From an optimization exercise on the open Yosys and OpenROAD flow, aimed at small area, a short achievable clock period and few clock cycles; shortcuts taken in it are not production practice.
The RTL was checked by simulation tests, not by an equivalence proof against the original design.
Power and IR drop assume default switching activity.

$ cat design/flow/run.sh
#!/bin/bash
# synth_recipe.tcl (not shown) runs the flow's synth.tcl, then flattens the netlist and writes it again
# the make line also repeats each setting of config.mk as NAME=value (left out here)
make -C /OpenROAD-flow-scripts/flow DESIGN_CONFIG=/design/flow/config.mk WORK_HOME=/design/flow/orfs CLKGATE_MAP_FILE= SYNTH_SCRIPT=/design/flow/synth_recipe.tcl finish
$ cat design/flow/config.mk
export PLATFORM = sky130hd
export DESIGN_NAME = best_fit_coalescing_allocator
export DESIGN_NICKNAME = best_fit_coalescing_allocator
export VERILOG_FILES = /design/flow/design.v
export SDC_FILE = /design/flow/constraint.sdc
export NUM_CORES = 4
export LEC_CHECK = 0
export CAP_MARGIN = 20
export CORE_MARGIN = 2
export CORE_UTILIZATION = 40
export SLEW_MARGIN = 20
$ cat design/flow/constraint.sdc
create_clock -name core_clock -period 11.0 [get_ports {clk}]
set_input_delay 2.2000 -clock core_clock [delete_from_list [all_inputs] [get_ports {clk}]]
set_output_delay 2.2000 -clock core_clock [all_outputs]
set_load 0.01 [all_outputs]
$ cat design/flow/design.v
`timescale 1ns / 1ps
`default_nettype none
package bfca_pkg;
	localparam int MAX_EXTENTS_DEFAULT = 64;
	localparam logic [1:0] CMD_ALLOC = 2'd0;
	localparam logic [1:0] CMD_FREE  = 2'd1;
	localparam logic [1:0] CMD_CLEAR = 2'd2;
	localparam logic CFG_POOL_BASE   = 1'b0;
	localparam logic CFG_POOL_LENGTH = 1'b1;
	localparam logic [31:0] POOL_BASE_RESET   = 32'd0;
	localparam logic [31:0] POOL_LENGTH_RESET = 32'd65536;
	typedef enum logic [1:0] {
		ST_OK    = 2'd0,
		ST_NOFIT = 2'd1,
		ST_FULL  = 2'd2,
		ST_ZERO  = 2'd3
	} status_t;
	typedef struct packed {
		logic [1:0]  command;
		logic [31:0] length;
		logic [31:0] address;
	} request_t;
	typedef struct packed {
		logic [31:0] granted_address;
		status_t     status;
		logic [31:0] free_bytes;
		logic [6:0]  extent_count;
	} result_t;
endpackage
`default_nettype wire
`timescale 1ns / 1ps
`default_nettype none
module best_fit_coalescing_allocator #(
	parameter int MAX_EXTENTS = bfca_pkg::MAX_EXTENTS_DEFAULT
) (
	input  wire logic               clk,
	input  wire logic               arst_n,
	input  wire logic               start,
	output logic                    busy,
	input  wire bfca_pkg::request_t request,
	output logic                    done,
	output bfca_pkg::result_t       result,
	input  wire logic               cfg_wr_en,
	input  wire logic               cfg_index,
	input  wire logic [31:0]        cfg_data
);
	localparam int NE = 64;
	localparam int RW = 6;
	localparam int CW = 7;
	localparam logic [CW-1:0] HELD_MAX = CW'(NE);
	localparam logic [1:0] OP_ALLOC = 2'd0;
	localparam logic [1:0] OP_FREE  = 2'd1;
	localparam logic [1:0] OP_CLEAR = 2'd2;
	localparam logic [1:0] OP_RES   = 2'd3;
	logic              init_q;
	logic [CW-1:0]     held_q;
	logic [31:0]       free_total_q;
	logic [31:0]       base_q;
	logic [31:0]       plen_q;
	bfca_pkg::result_t result_q;
	logic              done_q;
	logic [NE-1:0]     v_q;
	logic [NE-1:0]     d_q;
	logic [31:0]       s_q  [NE];
	logic [31:0]       n_q  [NE];
	logic [RW-1:0]     sr_q [NE];
	logic [RW-1:0]     lr_q [NE];
	logic              p_full_q;
	logic [1:0]        p_cmd_q;
	logic [31:0]       p_len_q;
	logic [31:0]       p_lm1_q;
	logic [31:0]       p_addr_q;
	logic              e_full_q;
	logic [1:0]        e_op_q;
	logic              e_isa_q;    
	bfca_pkg::status_t e_rst_q;    
	logic [31:0]       e_len_q;
	logic [31:0]       e_lm1_q;
	logic [31:0]       e_addr_q;
	logic [32:0]       e_al_q;     
	logic [CW-1:0]     e_m_q;      
	logic [RW-1:0]     e_mm1_q;    
	logic [RW-1:0]     e_mp1_q;    
	logic [CW-1:0]     e_k_q;      
	logic [RW-1:0]     e_r0_q;     
	logic [RW-1:0]     e_r1_q;     
	logic [RW-1:0]     e_r2_q;     
	logic [RW-1:0]     e_r3_q;     
	logic              e_walk_q;
	logic [NE-1:0]     e_vec_q;    
	logic              pend_q;
	logic              pend_s_q;   
	logic [NE-1:0]     pt_q;
	logic [RW-1:0]     psr_val_q;  
	logic [31:0]       pv_s_q;     
	logic [31:0]       pv_n_q;
	logic              pv_d_q;
	logic e_alloc;
	logic e_free;
	assign e_alloc = e_full_q && (e_op_q == OP_ALLOC);
	assign e_free  = e_full_q && (e_op_q == OP_FREE);
	logic [NE-1:0] dn_gt;      
	logic [NE-1:0] ds_gt;      
	logic [NE-1:0] ds_eq;      
	logic [NE-1:0] linc;       
	logic [NE-1:0] sinc;       
	logic [NE-1:0] others;
	logic [CW-1:0] q_l;
	logic [CW-1:0] q_s;
	logic          d_pl;
	assign others = v_q & ~pt_q;
	assign linc   = pend_q ? (v_q & dn_gt) : '0;
	assign sinc   = (pend_q && pend_s_q) ? (v_q & ds_gt) : '0;
	bfca_popcount64 u_pc_ql (.x(others & ~dn_gt), .y(q_l));
	bfca_popcount64 u_pc_qs (.x(others & ~ds_gt), .y(q_s));
	assign d_pl = |(others & ds_eq);
	logic [RW-1:0] psr;
	logic          pd;
	assign psr = pend_s_q ? q_s[RW-1:0] : psr_val_q;
	assign pd  = pend_s_q ? d_pl : pv_d_q;
	logic c_l;
	logic c_s;
	logic c_l_gt;
	logic c_s_gt;
	logic c_unused_a;
	logic c_unused_b;
	bfca_cmp32 u_cl (.a(pv_n_q), .b(e_lm1_q), .gt(c_l_gt), .eq(c_unused_a));
	bfca_cmp32 u_cs (.a(pv_s_q), .b(e_addr_q), .gt(c_s_gt), .eq(c_unused_b));
	assign c_l = pend_q && !c_l_gt;
	assign c_s = pend_q && !c_s_gt;
	logic [CW-1:0] m_eff;
	logic [CW-1:0] k_eff;
	logic [NE-1:0] e_vec;
	assign m_eff = e_m_q + CW'(c_l);
	assign k_eff = e_k_q + CW'(c_s);
	assign e_vec = e_vec_q | (((e_isa_q ? c_l : c_s)) ? pt_q : '0);
	logic [NE-1:0] hit_a;
	logic [NE-1:0] hit_b;
	logic [RW-1:0] sr_eff [NE];
	logic [RW-1:0] lr_eff [NE];
	genvar gi;
	generate
		for (gi = 0; gi < NE; gi++) begin : g_hit
			logic l_m;
			logic l_mm1;
			logic l_mp1;
			logic s_r0;
			logic s_r1;
			logic s_r2;
			logic s_r3;
			logic ha_l;
			logic ha_s;
			assign l_m   = (lr_q[gi] == e_m_q[RW-1:0]);
			assign l_mm1 = (lr_q[gi] == e_mm1_q);
			assign l_mp1 = (lr_q[gi] == e_mp1_q);
			assign s_r0  = (sr_q[gi] == e_r0_q);
			assign s_r1  = (sr_q[gi] == e_r1_q);
			assign s_r2  = (sr_q[gi] == e_r2_q);
			assign s_r3  = (sr_q[gi] == e_r3_q);
			always_comb begin
				case ({linc[gi], c_l})
					2'b10:   ha_l = l_mm1;
					2'b01:   ha_l = l_mp1;
					default: ha_l = l_m;
				endcase
				case ({sinc[gi], c_s})
					2'b10: begin ha_s = s_r0; hit_b[gi] = s_r1; end
					2'b01: begin ha_s = s_r2; hit_b[gi] = s_r3; end
					default: begin ha_s = s_r1; hit_b[gi] = s_r2; end
				endcase
			end
			assign hit_a[gi]  = e_isa_q ? ha_l : ha_s;
			assign lr_eff[gi] = linc[gi] ? (lr_q[gi] + RW'(1)) : lr_q[gi];
			assign sr_eff[gi] = sinc[gi] ? (sr_q[gi] + RW'(1)) : sr_q[gi];
		end
	endgenerate
	logic          pend_a;
	logic          pend_b;
	logic          exists_a;
	logic          exists_b;
	logic [NE-1:0] sel_a_reg;
	logic [NE-1:0] sel_b_reg;
	logic          sel_a_p;
	logic          sel_b_p;
	logic [NE-1:0] sel_a;
	logic [NE-1:0] sel_b;
	assign pend_a    = pend_q && (e_isa_q || pend_s_q);
	assign pend_b    = pend_q && pend_s_q;
	assign exists_a  = e_isa_q ? (m_eff != held_q) : (e_walk_q || (k_eff != '0));
	assign exists_b  = (k_eff != held_q);
	assign sel_a_reg = v_q & hit_a & ~(pend_a ? pt_q : '0);
	assign sel_b_reg = v_q & hit_b & ~(pend_b ? pt_q : '0);
	assign sel_a_p   = pend_a && exists_a && !(|sel_a_reg);
	assign sel_b_p   = pend_b && exists_b && !(|sel_b_reg);
	assign sel_a     = sel_a_reg | (sel_a_p ? pt_q : '0);
	assign sel_b     = sel_b_reg | (sel_b_p ? pt_q : '0);
	logic [31:0]   pa_s;
	logic [31:0]   pa_n;
	logic [RW-1:0] pa_sr;
	logic [RW-1:0] pa_lr;
	logic          pa_d;
	logic [31:0]   pb_s;
	logic [31:0]   pb_n;
	logic [RW-1:0] pb_lr;
	logic [NE-1:0] ngt_a;      
	logic [NE-1:0] ngt_b;
	always_comb begin
		pa_s  = '0;
		pa_n  = '0;
		pa_sr = '0;
		pa_lr = '0;
		pa_d  = 1'b0;
		pb_s  = '0;
		pb_n  = '0;
		pb_lr = '0;
		for (int i = 0; i < NE; i++) begin
			pa_s  = pa_s  | ({32{sel_a_reg[i]}} & s_q[i]);
			pa_n  = pa_n  | ({32{sel_a_reg[i]}} & n_q[i]);
			pa_sr = pa_sr | ({RW{sel_a_reg[i]}} & sr_eff[i]);
			pa_lr = pa_lr | ({RW{sel_a_reg[i]}} & lr_eff[i]);
			pa_d  = pa_d  | (sel_a_reg[i] & d_q[i]);
			pb_s  = pb_s  | ({32{sel_b_reg[i]}} & s_q[i]);
			pb_n  = pb_n  | ({32{sel_b_reg[i]}} & n_q[i]);
			pb_lr = pb_lr | ({RW{sel_b_reg[i]}} & lr_eff[i]);
		end
		if (sel_a_p) begin
			pa_s  = pa_s | pv_s_q;
			pa_n  = pa_n | pv_n_q;
			pa_sr = pa_sr | psr_val_q;
			pa_d  = pa_d | pd;
		end
		if (sel_b_p) begin
			pb_s  = pb_s | pv_s_q;
			pb_n  = pb_n | pv_n_q;
		end
	end
	logic a_is_pt;
	logic b_is_pt;
	assign a_is_pt = pend_q && |(sel_a & pt_q);
	assign b_is_pt = pend_q && |(sel_b & pt_q);
	logic [NE-1:0] free_first;
	always_comb begin
		free_first = '0;
		for (int i = NE - 1; i >= 0; i--) begin
			if (!v_q[i]) free_first = NE'(1) << i;
		end
	end
	logic [31:0] a_rem;        
	logic [31:0] a_ns;         
	logic        a_rz;
	logic        a_nofit;
	logic [32:0] a_rem_w;
	logic [32:0] a_ns_w;
	bfca_add32 u_arem (.a(pa_n), .b(~e_len_q), .cin(1'b1), .y(a_rem_w));
	bfca_add32 u_ans (.a(pa_s), .b(e_len_q), .cin(1'b0), .y(a_ns_w));
	assign a_rem   = a_rem_w[31:0];
	assign a_ns    = a_ns_w[31:0];
	assign a_rz    = (pa_n == e_len_q);
	assign a_nofit = (m_eff == held_q);
	logic        f_pv;
	logic        f_nx;
	logic        f_jn;
	logic        f_jp;
	logic        f_pe_eq;
	logic        f_full;
	logic        f_walk;
	logic [32:0] f_ln;
	logic [32:0] f_lp;
	logic [33:0] f_lb;
	logic [31:0] f_m;
	logic [31:0] f_ns;
	assign f_pv   = e_walk_q || (k_eff != '0);
	assign f_nx   = (k_eff != held_q);
	assign f_jn   = f_nx && (e_al_q == {1'b0, pb_s});
	bfca_sum_eq u_fpe (.x(pa_s), .y(pa_n), .z(e_addr_q), .eq(f_pe_eq));
	assign f_jp   = f_pv && f_pe_eq;
	assign f_full = !f_jn && !f_jp && (held_q == HELD_MAX);
	assign f_walk = f_pv && pa_d;
	logic [31:0] f_cs_s;
	logic [32:0] f_cs_c;
	logic [32:0] f_lb_w;
	bfca_add32 u_fln (.a(e_len_q), .b(pb_n), .cin(1'b0), .y(f_ln));
	bfca_add32 u_flp (.a(e_len_q), .b(pa_n), .cin(1'b0), .y(f_lp));
	assign f_cs_s = e_len_q ^ pb_n ^ pa_n;
	assign f_cs_c = {(e_len_q & pb_n) | (e_len_q & pa_n) | (pb_n & pa_n), 1'b0};
	bfca_add32 u_flb (.a(f_cs_s), .b(f_cs_c[31:0]), .cin(1'b0), .y(f_lb_w));
	assign f_lb   = {1'b0, f_lb_w[32] | f_cs_c[32], f_lb_w[31:0]};
	always_comb begin
		case ({f_jp, f_jn})
			2'b01:   f_m = f_ln[32] ? 32'hFFFF_FFFF : f_ln[31:0];
			2'b10:   f_m = f_lp[32] ? 32'hFFFF_FFFF : f_lp[31:0];
			2'b11:   f_m = (f_lb[33:32] != 2'b00) ? 32'hFFFF_FFFF : f_lb[31:0];
			default: f_m = e_len_q;
		endcase
	end
	assign f_ns = f_jp ? pa_s : e_addr_q;
	logic e_done;
	logic upd;
	logic clr_now;
	assign e_done  = e_full_q && !(e_free && f_walk);
	assign upd     = (e_alloc && !a_nofit) || (e_free && !f_walk && !f_full);
	assign clr_now = init_q || (e_full_q && (e_op_q == OP_CLEAR));
	logic [NE-1:0] rm;
	logic [NE-1:0] tgt;
	logic          wr_new;
	logic [31:0]   w_s;
	logic [31:0]   w_n;
	logic [RW-1:0] w_sr;
	logic          w_d;
	assign rm     = e_alloc ? sel_a : ((f_jp ? sel_a : '0) | (f_jn ? sel_b : '0));
	assign tgt    = e_alloc ? sel_a : (f_jp ? sel_a : (f_jn ? sel_b : free_first));
	assign wr_new = e_alloc ? !a_rz : 1'b1;
	assign w_s    = e_alloc ? a_ns : f_ns;
	assign w_n    = e_alloc ? a_rem : f_m;
	assign w_sr   = k_eff[RW-1:0] - RW'(f_jp);
	assign w_d    = f_jp ? e_walk_q : (f_pv && (pa_s == e_addr_q));
	logic          u_sa;       
	logic          u_la;       
	logic          u_lb;       
	logic          u_sb;       
	logic          u_si;       
	logic          dclr_a;     
	logic [RW-1:0] dclr_a_p1;
	logic [RW-1:0] k_eff_p1;
	assign u_sa      = upd && (e_alloc || f_jp);
	assign u_la      = upd && e_free && f_jp;
	assign u_lb      = upd && e_free && f_jn;
	assign u_sb      = upd && e_free && f_jn;
	assign u_si      = upd && e_free;
	assign dclr_a    = u_sa && !pa_d && !(a_is_pt && pend_s_q);
	assign dclr_a_p1 = pa_sr + RW'(1);
	assign k_eff_p1  = k_eff[RW-1:0] + RW'(1);
	logic          p_sdec_a;
	logic          p_sdec_b;
	logic          p_sinc;
	logic          p_ldec_a;
	logic          p_ldec_b;
	logic [RW-1:0] p_sr_nx;
	logic [RW-1:0] p_lr_nx;
	assign p_sdec_a = u_sa && !sel_a_p && |(sel_a_reg & ~ds_gt);
	assign p_sdec_b = u_sb && !sel_b_p && !c_s;
	assign p_sinc   = u_si && !c_s;
	assign p_ldec_a = e_alloc ? (upd && !c_l && !sel_a_p)
	                          : (u_la && !sel_a_p && |(sel_a_reg & ~dn_gt));
	assign p_ldec_b = u_lb && !sel_b_p && |(sel_b_reg & ~dn_gt);
	bfca_rank_step u_psrs (.r(q_s[RW-1:0]), .inc(p_sinc), .dec_a(p_sdec_a), .dec_b(p_sdec_b),
		.o(p_sr_nx));
	bfca_rank_step u_plrs (.r(q_l[RW-1:0]), .inc(1'b0), .dec_a(p_ldec_a), .dec_b(p_ldec_b),
		.o(p_lr_nx));
	generate
		for (gi = 0; gi < NE; gi++) begin : g_slot
			logic [RW-1:0] sr_nx;
			logic [RW-1:0] lr_nx;
			logic          d_nx;
			logic          sr_gt;
			logic          lr_gt_a;
			logic          lr_gt_b;
			logic          sdec_a;
			logic          ldec_a;
			logic          ldec_b;
			logic          n_eq_unused;
			bfca_cmp32 u_dn (.a(n_q[gi]), .b(pv_n_q), .gt(dn_gt[gi]), .eq(n_eq_unused));
			bfca_cmp32 u_ds (.a(s_q[gi]), .b(pv_s_q), .gt(ds_gt[gi]), .eq(ds_eq[gi]));
			bfca_gt6 u_sg (.a(sr_eff[gi]), .b(pa_sr), .gt(sr_gt));
			bfca_gt6 u_lga (.a(lr_eff[gi]), .b(pa_lr), .gt(lr_gt_a));
			bfca_gt6 u_lgb (.a(lr_eff[gi]), .b(pb_lr), .gt(lr_gt_b));
			assign sdec_a = u_sa && ((a_is_pt && pend_s_q) ? ds_gt[gi] : sr_gt);
			assign ldec_a = e_alloc ? (upd && !e_vec[gi])
			                        : (u_la && (a_is_pt ? dn_gt[gi] : lr_gt_a));
			assign ldec_b = u_lb && (b_is_pt ? dn_gt[gi] : lr_gt_b);
			bfca_rank_step u_srs (.r(sr_eff[gi]), .inc(u_si && !e_vec[gi]), .dec_a(sdec_a),
				.dec_b(u_sb && !e_vec[gi] && !sel_b[gi]), .o(sr_nx));
			bfca_rank_step u_lrs (.r(lr_eff[gi]), .inc(1'b0), .dec_a(ldec_a), .dec_b(ldec_b),
				.o(lr_nx));
			assign d_nx = d_q[gi] && !(dclr_a && (sr_eff[gi] == dclr_a_p1))
			                      && !(u_sb && (sr_eff[gi] == k_eff_p1));
			always_ff @(posedge clk) begin
				if (clr_now) begin
					if (gi == 0) begin
						s_q[gi]  <= base_q;
						n_q[gi]  <= plen_q;
						sr_q[gi] <= '0;
						lr_q[gi] <= '0;
						d_q[gi]  <= 1'b0;
					end
				end else if (upd && tgt[gi]) begin
					s_q[gi]  <= w_s;
					n_q[gi]  <= w_n;
					sr_q[gi] <= w_sr;
					d_q[gi]  <= w_d;
				end else if (pend_q && pt_q[gi]) begin
					lr_q[gi] <= p_lr_nx;
					if (pend_s_q) begin
						sr_q[gi] <= p_sr_nx;
						d_q[gi]  <= |(others & ~rm & ds_eq);
					end else begin
						sr_q[gi] <= sr_nx;
						d_q[gi]  <= d_nx;
					end
				end else begin
					sr_q[gi] <= sr_nx;
					lr_q[gi] <= lr_nx;
					d_q[gi]  <= d_nx;
				end
			end
			always_ff @(posedge clk or negedge arst_n) begin
				if (!arst_n) begin
					v_q[gi] <= 1'b0;
				end else if (clr_now) begin
					v_q[gi] <= (gi == 0) && (plen_q != 32'd0);
				end else if (upd) begin
					if (tgt[gi]) v_q[gi] <= wr_new;
					else if (rm[gi]) v_q[gi] <= 1'b0;
				end
			end
		end
	endgenerate
	logic          p_alloc;
	logic [NE-1:0] p_cmp;
	logic [NE-1:0] p_vec;
	logic [CW-1:0] p_cnt_raw;
	assign p_alloc = (p_cmd_q == bfca_pkg::CMD_ALLOC);
	generate
		for (gi = 0; gi < NE; gi++) begin : g_pbank
			logic s_gt_p;
			logic n_gt_p;
			logic eq_unused_s;
			logic eq_unused_n;
			bfca_cmp32 u_ps (.a(s_q[gi]), .b(p_addr_q), .gt(s_gt_p), .eq(eq_unused_s));
			bfca_cmp32 u_pn (.a(n_q[gi]), .b(p_lm1_q), .gt(n_gt_p), .eq(eq_unused_n));
			assign p_cmp[gi] = p_alloc ? !n_gt_p : !s_gt_p;
		end
	endgenerate
	assign p_vec = v_q & p_cmp & (upd ? ~(rm | tgt) : '1);
	bfca_popcount64 u_pc_p (.x(v_q & p_cmp), .y(p_cnt_raw));
	logic          p_sub_a;
	logic          p_sub_b;
	logic [CW-1:0] p_cm4;
	logic [CW-1:0] p_cm3;
	logic [CW-1:0] p_cm2;
	logic [CW-1:0] p_cm1;
	logic [CW-1:0] p_cp1;
	logic [CW-1:0] p_c0;       
	logic [CW-1:0] p_c_m2;     
	logic [CW-1:0] p_c_m1;     
	logic [CW-1:0] p_c_p1;     
	assign p_sub_a = upd && (e_alloc || f_jp) && |(v_q & p_cmp & sel_a);
	assign p_sub_b = upd && e_free && f_jn && |(v_q & p_cmp & sel_b);
	assign p_cm4 = p_cnt_raw - CW'(4);
	assign p_cm3 = p_cnt_raw - CW'(3);
	assign p_cm2 = p_cnt_raw - CW'(2);
	assign p_cm1 = p_cnt_raw - CW'(1);
	assign p_cp1 = p_cnt_raw + CW'(1);
	always_comb begin
		case ({p_sub_a, p_sub_b})
			2'b11: begin p_c0 = p_cm2; p_c_m2 = p_cm4; p_c_m1 = p_cm3; p_c_p1 = p_cm1; end
			2'b10, 2'b01: begin p_c0 = p_cm1; p_c_m2 = p_cm3; p_c_m1 = p_cm2; p_c_p1 = p_cnt_raw; end
			default: begin p_c0 = p_cnt_raw; p_c_m2 = p_cm2; p_c_m1 = p_cm1; p_c_p1 = p_cp1; end
		endcase
	end
	logic p_adv;
	logic accept;
	assign p_adv  = p_full_q && (!e_full_q || e_done) && !clr_now;
	assign busy   = p_full_q && !p_adv;
	assign accept = start && !busy;
	logic   [CW-1:0] held_nx;
	logic   [31:0]   alloc_total;
	logic   [32:0]   free_sum;
	logic   [31:0]   free_total_nx;
	assign alloc_total = (free_total_q >= e_len_q) ? (free_total_q - e_len_q) : 32'd0;
	assign free_sum    = {1'b0, free_total_q} + {1'b0, e_len_q};
	always_comb begin
		if (e_op_q == OP_ALLOC) begin
			held_nx       = held_q - CW'(a_rz);
			free_total_nx = alloc_total;
		end else begin
			held_nx       = held_q + CW'(1) - CW'(f_jp) - CW'(f_jn);
			free_total_nx = free_sum[32] ? 32'hFFFF_FFFF : free_sum[31:0];
		end
	end
	always_ff @(posedge clk) begin
		if (accept) begin
			p_cmd_q  <= request.command;
			p_len_q  <= request.length;
			p_lm1_q  <= request.length - 32'd1;
			p_addr_q <= request.address;
		end
		if (p_adv) begin
			if ((p_cmd_q == bfca_pkg::CMD_ALLOC || p_cmd_q == bfca_pkg::CMD_FREE) && (p_len_q != '0))
				e_op_q <= p_cmd_q;
			else if (p_cmd_q == bfca_pkg::CMD_CLEAR)
				e_op_q <= OP_CLEAR;
			else
				e_op_q <= OP_RES;
			e_isa_q  <= p_alloc && (p_len_q != '0);
			e_rst_q  <= (p_cmd_q == 2'd3) ? bfca_pkg::ST_OK : bfca_pkg::ST_ZERO;
			e_len_q  <= p_len_q;
			e_lm1_q  <= p_lm1_q;
			e_addr_q <= p_addr_q;
			e_al_q   <= {1'b0, p_addr_q} + {1'b0, p_len_q};
			if (p_alloc) begin
				e_m_q   <= p_c0;
				e_mm1_q <= p_c_m1[RW-1:0];
				e_mp1_q <= p_c_p1[RW-1:0];
			end else begin
				e_k_q   <= p_c0;
				e_r0_q  <= p_c_m2[RW-1:0];
				e_r1_q  <= p_c_m1[RW-1:0];
				e_r2_q  <= p_c0[RW-1:0];
				e_r3_q  <= p_c_p1[RW-1:0];
			end
			e_walk_q <= 1'b0;
			e_vec_q  <= p_vec;
		end else if (e_free && f_walk) begin
			e_walk_q <= 1'b1;
			e_k_q    <= k_eff;
			e_r1_q   <= e_walk_q ? (e_r1_q - RW'(1)) : (k_eff[RW-1:0] - RW'(2));
			e_r2_q   <= k_eff[RW-1:0];
			e_vec_q  <= e_vec;
		end
		if (upd && wr_new) begin
			pt_q      <= tgt;
			psr_val_q <= w_sr;
			pv_s_q    <= w_s;
			pv_n_q    <= w_n;
			pv_d_q    <= w_d;
		end
	end
	always_ff @(posedge clk or negedge arst_n) begin
		if (!arst_n) begin
			init_q       <= 1'b1;
			base_q       <= bfca_pkg::POOL_BASE_RESET;
			plen_q       <= bfca_pkg::POOL_LENGTH_RESET;
			held_q       <= '0;
			free_total_q <= '0;
			done_q       <= 1'b0;
			pend_q       <= 1'b0;
			pend_s_q     <= 1'b0;
			p_full_q     <= 1'b0;
			e_full_q     <= 1'b0;
		end else begin
			init_q   <= 1'b0;
			done_q   <= 1'b0;
			pend_q   <= upd && wr_new;
			pend_s_q <= upd && wr_new && e_alloc;
			if (cfg_wr_en) begin
				case (cfg_index)
					bfca_pkg::CFG_POOL_BASE:   base_q <= cfg_data;
					bfca_pkg::CFG_POOL_LENGTH: plen_q <= cfg_data;
					default:                   base_q <= base_q;
				endcase
			end
			if (accept)     p_full_q <= 1'b1;
			else if (p_adv) p_full_q <= 1'b0;
			if (p_adv)       e_full_q <= 1'b1;
			else if (e_done) e_full_q <= 1'b0;
			if (clr_now) begin
				held_q       <= (plen_q != 32'd0) ? CW'(1) : '0;
				free_total_q <= plen_q;
			end else if (upd) begin
				held_q       <= held_nx;
				free_total_q <= free_total_nx;
			end
			if (e_done) begin
				done_q <= 1'b1;
				case (e_op_q)
					OP_ALLOC: begin
						result_q.granted_address <= a_nofit ? '0 : pa_s;
						result_q.status          <= a_nofit ? bfca_pkg::ST_NOFIT : bfca_pkg::ST_OK;
						result_q.free_bytes      <= a_nofit ? free_total_q : free_total_nx;
						result_q.extent_count    <= a_nofit ? held_q : held_nx;
					end
					OP_FREE: begin
						result_q.granted_address <= '0;
						result_q.status          <= f_full ? bfca_pkg::ST_FULL : bfca_pkg::ST_OK;
						result_q.free_bytes      <= f_full ? free_total_q : free_total_nx;
						result_q.extent_count    <= f_full ? held_q : held_nx;
					end
					OP_CLEAR: begin
						result_q.granted_address <= '0;
						result_q.status          <= bfca_pkg::ST_OK;
						result_q.free_bytes      <= plen_q;
						result_q.extent_count    <= (plen_q != 32'd0) ? CW'(1) : '0;
					end
					default: begin
						result_q.granted_address <= '0;
						result_q.status          <= e_rst_q;
						result_q.free_bytes      <= free_total_q;
						result_q.extent_count    <= held_q;
					end
				endcase
			end
		end
	end
	assign done   = done_q;
	assign result = result_q;
endmodule
module bfca_popcount64 (
	input  wire logic [63:0] x,
	output logic [6:0]       y
);
	logic [31:0][1:0] l1;
	logic [15:0][2:0] l2;
	logic [7:0][3:0]  l3;
	logic [3:0][4:0]  l4;
	logic [1:0][5:0]  l5;
	always_comb begin
		for (int i = 0; i < 32; i++) l1[i] = {1'b0, x[2*i]} + {1'b0, x[2*i+1]};
		for (int i = 0; i < 16; i++) l2[i] = {1'b0, l1[2*i]} + {1'b0, l1[2*i+1]};
		for (int i = 0; i < 8; i++)  l3[i] = {1'b0, l2[2*i]} + {1'b0, l2[2*i+1]};
		for (int i = 0; i < 4; i++)  l4[i] = {1'b0, l3[2*i]} + {1'b0, l3[2*i+1]};
		for (int i = 0; i < 2; i++)  l5[i] = {1'b0, l4[2*i]} + {1'b0, l4[2*i+1]};
		y = {1'b0, l5[0]} + {1'b0, l5[1]};
	end
endmodule
module bfca_cmp32 (
	input  wire logic [31:0] a,
	input  wire logic [31:0] b,
	output logic             gt,
	output logic             eq
);
	logic [31:0] g;
	logic [31:0] l;
	always_comb begin
		g = a & ~b;
		l = ~a & b;
		for (int w = 1; w < 32; w = w * 2) begin
			for (int i = 0; i < 32; i = i + 2 * w) begin
				g[i] = g[i + w] | (~l[i + w] & g[i]);
				l[i] = l[i + w] | (~g[i + w] & l[i]);
			end
		end
	end
	assign gt = g[0];
	assign eq = ~g[0] & ~l[0];
endmodule
module bfca_gt6 (
	input  wire logic [5:0] a,
	input  wire logic [5:0] b,
	output logic            gt
);
	logic [5:0] g;
	logic [5:0] l;
	logic       gh;
	logic       lh;
	logic       gm;
	logic       lm;
	logic       gl;
	assign g  = a & ~b;
	assign l  = ~a & b;
	assign gh = g[5] | (~l[5] & g[4]);
	assign lh = l[5] | (~g[5] & l[4]);
	assign gm = g[3] | (~l[3] & g[2]);
	assign lm = l[3] | (~g[3] & l[2]);
	assign gl = g[1] | (~l[1] & g[0]);
	assign gt = gh | (~lh & (gm | (~lm & gl)));
endmodule
module bfca_rank_step (
	input  wire logic [5:0] r,
	input  wire logic       inc,
	input  wire logic       dec_a,
	input  wire logic       dec_b,
	output logic [5:0]      o
);
	logic [5:0] p1;
	logic [5:0] m1;
	logic [4:0] m2h;
	always_comb begin
		for (int k = 0; k < 6; k++) begin
			p1[k] = r[k] ^ (&(r | ~((6'd1 << k) - 6'd1)));
			m1[k] = r[k] ^ ~(|(r & ((6'd1 << k) - 6'd1)));
		end
		for (int k = 0; k < 5; k++) begin
			m2h[k] = r[k + 1] ^ ~(|(r[5:1] & ((5'd1 << k) - 5'd1)));
		end
		case ({inc, dec_a, dec_b})
			3'b100:                 o = p1;
			3'b001, 3'b010, 3'b111: o = m1;
			3'b011:                 o = {m2h, r[0]};
			default:                o = r;
		endcase
	end
endmodule
module bfca_add32 (
	input  wire logic [31:0] a,
	input  wire logic [31:0] b,
	input  wire logic        cin,
	output logic [32:0]      y
);
	logic [31:0] p;
	logic [31:0] g;
	logic [31:0] pp;
	logic [31:0] gg;
	always_comb begin
		p  = a ^ b;
		g  = a & b;
		gg = g;
		gg[0] = g[0] | (p[0] & cin);
		pp = p;
		for (int w = 1; w < 32; w = w * 2) begin
			for (int i = 31; i >= w; i--) begin
				gg[i] = gg[i] | (pp[i] & gg[i - w]);
				pp[i] = pp[i] & pp[i - w];
			end
		end
		y[0] = p[0] ^ cin;
		for (int i = 1; i < 32; i++) y[i] = p[i] ^ gg[i - 1];
		y[32] = gg[31];
	end
endmodule
module bfca_sum_eq (
	input  wire logic [31:0] x,
	input  wire logic [31:0] y,
	input  wire logic [31:0] z,
	output logic             eq
);
	logic [32:0] k;
	always_comb begin
		k[0] = 1'b0;
		for (int i = 0; i < 32; i++) k[i + 1] = (x[i] & y[i]) | ((x[i] | y[i]) & ~z[i]);
	end
	assign eq = ((x ^ y ^ z) == k[31:0]) && !k[32];
endmodule
`default_nettype wire
==> results of run 1 <==
-- worst max-delay path by stage --
stage / slack (ns) / to / from
2_1_floorplan: -3.60 / psr_val_q[0] / pv_n_q[21]
3_3_place_gp: -7.16 / sr_q[15][5] / e_lm1_q[12]
3_5_place_dp: -7.10 / sr_q[21][3] / e_lm1_q[12]
4_1_cts: -3.31 / sr_q[27][5] / pv_n_q[10]
-- power by group through the flow --
stage                     Sequential, uW  Clock [uW]  Combinational (uW)
after floorplan                    25800           0               12800
after global placement             26300           0               32100
after detailed placement           26300           0               32300
after CTS                          25900       26900               32600
-- stage by stage --
| step | setup slack, ns | std cells |
|---|---|---|
| CTS | -3.31 | 101000 |
| global placement | -7.16 | 98900 |
| detailed placement | -7.10 | 99000 |
| floorplan | -3.60 | 63900 |
-- layer usage --
layer,GRT overflow,global-route usage
met5,605,0.860
met3,6438,0.943
met2,37100,1.10
met4,12700,0.991
met1,6937,0.972
-- what timing repair did --
action	CTS
setup endpoints to repair	10400
pin swaps	188
setup buffers	159
resized for setup	571
hold buffers	0
gates cloned	13
-- logic make-up after synthesis --
group | Yosys count | synth area share
AOI/OAI and AO/OA | 21400 | 0.263
and+or+nand+nor | 17300 | 0.160
buffers and inverters | 8335 | 0.0595
adders and majority gates | 6573 | 0.131
DFF | 5648 | 0.310
xor gates and xnor gates | 4059 | 0.0654
muxes | 539 | 0.0104
other | 1 | 0.00000690
==> impl_metrics.yaml, run 1 <==
floorplan:
  die_w_um: 1170
  placementRows: 428
  io_pins: 178
  start_util: 0.401
  fp.dieH_um: 1170
logic_synthesis:
  ys_top_cells_by_area: "edfxtp_1 30%, maj3_1 9.7%, o21ai_0 4.3%"
  synth-edff-count: 5461
  syn-num-nets: 65200
  synth_area_per_cell_um2: 8.51
  post-synth-top-count-cell: "edfxtp_1"
  synthArstFlopShare: 0.0306
  synth_top_area_share: 0.302
  synth-seq-cells: 5648
  yosysTopAreaCell: "edfxtp_1"
  syn-instance-count: 63900
  syn_area_mm2: 0.543
  synth_ff_type: "edfxtp_1"
  ys_warn_count: 18
  synthTopCellsByCount: "5461 x edfxtp_1, 5271 x maj3_1, 4704 x o21ai_0"
  yosysUniqueCellTypes: 121
  yosysSeqAreaShare: 0.310
clocking:
  cts_sinks: 5648
  cts-htree-levels: 6
  numCtsBuffers: 745
  ctsRootBufferMaster: "clkbuf_16"
  ctsLongestPathBuffers: 5
grt:
  grtUsageTotal: 1.00
  grt_max_degree: 123
  grt_pass1_vias: 835000
  overflow: 63700
  grt_pass1_wl_um: 9430000
run_status:
  status: "aborted with a tool error"
  toolErrorMsg: "[ERROR GRT-0116] Global routing finished with congestion. Check the congestion regions in the DRC Viewer."
  stop_stage: "global routing (5_1_grt)"
placement:
  routabilityCongestion: 1.59
  portBuffers: 177
  place_area_mm2: 0.757
  dp_hpwl_um: 5410000
Testbench counts, summed over its fixed seeds: cycles 9,624.
==> run 2: changes to the inputs <==
--- a/design/flow/design.v
+++ b/design/flow/design.v
@@ -82,6 +82,8 @@
 	logic [RW-1:0]     e_mm1_q;    
 	logic [RW-1:0]     e_mp1_q;    
 	logic [CW-1:0]     e_k_q;      
+	logic [CW-1:0]     e_kp1f_q;   
+	logic [CW-1:0]     e_mp1f_q;   
 	logic [RW-1:0]     e_r0_q;     
 	logic [RW-1:0]     e_r1_q;     
 	logic [RW-1:0]     e_r2_q;     
@@ -186,8 +188,14 @@
 	logic [NE-1:0] sel_b;
 	assign pend_a    = pend_q && (e_isa_q || pend_s_q);
 	assign pend_b    = pend_q && pend_s_q;
-	assign exists_a  = e_isa_q ? (m_eff != held_q) : (e_walk_q || (k_eff != '0));
-	assign exists_b  = (k_eff != held_q);
+	logic m_nh;
+	logic k_nh;
+	logic k_nz;
+	assign m_nh      = c_l ? (e_mp1f_q != held_q) : (e_m_q != held_q);
+	assign k_nh      = c_s ? (e_kp1f_q != held_q) : (e_k_q != held_q);
+	assign k_nz      = c_s || (e_k_q != '0);
+	assign exists_a  = e_isa_q ? m_nh : (e_walk_q || k_nz);
+	assign exists_b  = k_nh;
 	assign sel_a_reg = v_q & hit_a & ~(pend_a ? pt_q : '0);
 	assign sel_b_reg = v_q & hit_b & ~(pend_b ? pt_q : '0);
 	assign sel_a_p   = pend_a && exists_a && !(|sel_a_reg);
@@ -256,7 +264,7 @@
 	assign a_rem   = a_rem_w[31:0];
 	assign a_ns    = a_ns_w[31:0];
 	assign a_rz    = (pa_n == e_len_q);
-	assign a_nofit = (m_eff == held_q);
+	assign a_nofit = !m_nh;
 	logic        f_pv;
 	logic        f_nx;
 	logic        f_jn;
@@ -269,8 +277,8 @@
 	logic [33:0] f_lb;
 	logic [31:0] f_m;
 	logic [31:0] f_ns;
-	assign f_pv   = e_walk_q || (k_eff != '0);
-	assign f_nx   = (k_eff != held_q);
+	assign f_pv   = e_walk_q || k_nz;
+	assign f_nx   = k_nh;
 	assign f_jn   = f_nx && (e_al_q == {1'b0, pb_s});
 	bfca_sum_eq u_fpe (.x(pa_s), .y(pa_n), .z(e_addr_q), .eq(f_pe_eq));
 	assign f_jp   = f_pv && f_pe_eq;
@@ -502,8 +510,10 @@
 				e_m_q   <= p_c0;
 				e_mm1_q <= p_c_m1[RW-1:0];
 				e_mp1_q <= p_c_p1[RW-1:0];
+				e_mp1f_q <= p_c_p1;
 			end else begin
 				e_k_q   <= p_c0;
+				e_kp1f_q <= p_c_p1;
 				e_r0_q  <= p_c_m2[RW-1:0];
 				e_r1_q  <= p_c_m1[RW-1:0];
 				e_r2_q  <= p_c0[RW-1:0];
@@ -514,6 +524,7 @@
 		end else if (e_free && f_walk) begin
 			e_walk_q <= 1'b1;
 			e_k_q    <= k_eff;
+			e_kp1f_q <= k_eff + CW'(1);
 			e_r1_q   <= e_walk_q ? (e_r1_q - RW'(1)) : (k_eff[RW-1:0] - RW'(2));
 			e_r2_q   <= k_eff[RW-1:0];
 			e_vec_q  <= e_vec;
==> impl_metrics.yaml, run 2 <==
run_status:
  status: "aborted with a tool error"
  stop_stage: "global routing (5_1_grt)"
  toolErrorMsg: "[ERROR GRT-0116] Global routing finished with congestion. Check the congestion regions in the DRC Viewer."
logic_synthesis:
  synth_compound_area_frac: 0.263
  yosysTopAreaCell: "edfxtp_1"
  ys_warn_count: 18
  synth_ff_type: "edfxtp_1"
  synth_xor_xnor_area_share: 0.0666
  synth-seq-cells: 5656
  synth_top_area_share: 0.302
  syn_area_mm2: 0.545
  yosys.area_share.simple: 0.159
  synthAdderAreaFrac: 0.131
  syn-num-nets: 65200
  syn-instance-count: 63800
  ys_top_cells_by_area: "edfxtp_1 30%, maj3_1 9.7%, a21oi_1 4.2%"
  synth_top_family_by_area: "compound AO/OA/AOI/OAI gates"
  synth_area_per_cell_um2: 8.53
  post-synth-top-count-cell: "edfxtp_1"
  synthTopCellsByCount: "5469 x edfxtp_1, 5254 x maj3_1, 4603 x a21oi_1"
  synth.area.mux_share: 0.0107
  synth-edff-count: 5469
  synthArstFlopShare: 0.0306
  yosysSeqAreaShare: 0.310
  yosysUniqueCellTypes: 136
grt:
  overflow: 48800
  grt_pass1_vias: 825000
  grt_max_degree: 117
  grt_pass1_wl_um: 9240000
  grtUsageTotal: 0.978
placement:
  dp_hpwl_um: 5210000
  routabilityCongestion: 1.53
  portBuffers: 177
  place_area_mm2: 0.753
  pre_cts_ws_ns: -5.93
clocking:
  ctsLongestPathBuffers: 5
  cts_hold_buf: 0
  cts-htree-levels: 6
  cts_sinks: 5656
  ctsRootBufferMaster: "clkbuf_16"
  numCtsBuffers: 746
floorplan:
  fp.dieH_um: 1170
  io_pins: 178
  placementRows: 428
  start_util: 0.401
  die_w_um: 1170
==> run 2: cell types whose count changed after synthesis, sizes merged, moves of 103 or more <==
cell	previous run	this run
nor2	3630	3482
nand3	1022	1198
buf	1557	1717
clkbuf	3512	3355
o22ai	1261	1409
o221ai	311	414
a221oi	1404	1624
o21ai	4910	4688
==> run 2: power by group through the flow <==
stage	Clock [uW]	Combinational, uW	Sequential [uW]
floorplan	0	12300	25800
global placement	0	30000	26300
detailed placement	0	30100	26300
CTS	26400	30500	25800
==> run 2: kinds of logic after synthesis <==
kind of cell / Yosys count
flops: 5656
simple gates: 17300
buf+inv: 8363
other cells: 1
xor+xnor: 4136
mux: 551
fa+ha+maj: 6565
compound gates: 21300
==> run 2: layer usage <==
layer  global-route usage  GRT overflow
met1                0.965          6364
met2                 1.06         26100
met3                0.930          5731
met4                0.957          9953
met5                0.837           639
==> run 2: worst min path at each step <==
stage	start	to	slack [ns]	cells past startpoint
CTS	base_q[10]	base_q[10]	0.51	1
detailed placement	base_q[16]	base_q[16]	0.50	1
global placement	base_q[9]	base_q[9]	0.49	1
floorplan	p_lm1_q[14]	e_lm1_q[14]	0.42	0
==> run 2: metrics by stage <==
step           hold slack [ns]  std cells
2_1_floorplan            0.424      63800
3_5_place_dp             0.496      98600
4_1_cts                  0.509     100000
3_3_place_gp             0.491      98600
==> run 2: repair_timing <==
item	4_1_cts
setup buffers	108
cloned	8
pin swaps	158
endpoints found under the setup margin	10400
resized for setup	673
Testbench counts of run 2, summed over its fixed seeds: cycles 9,624.
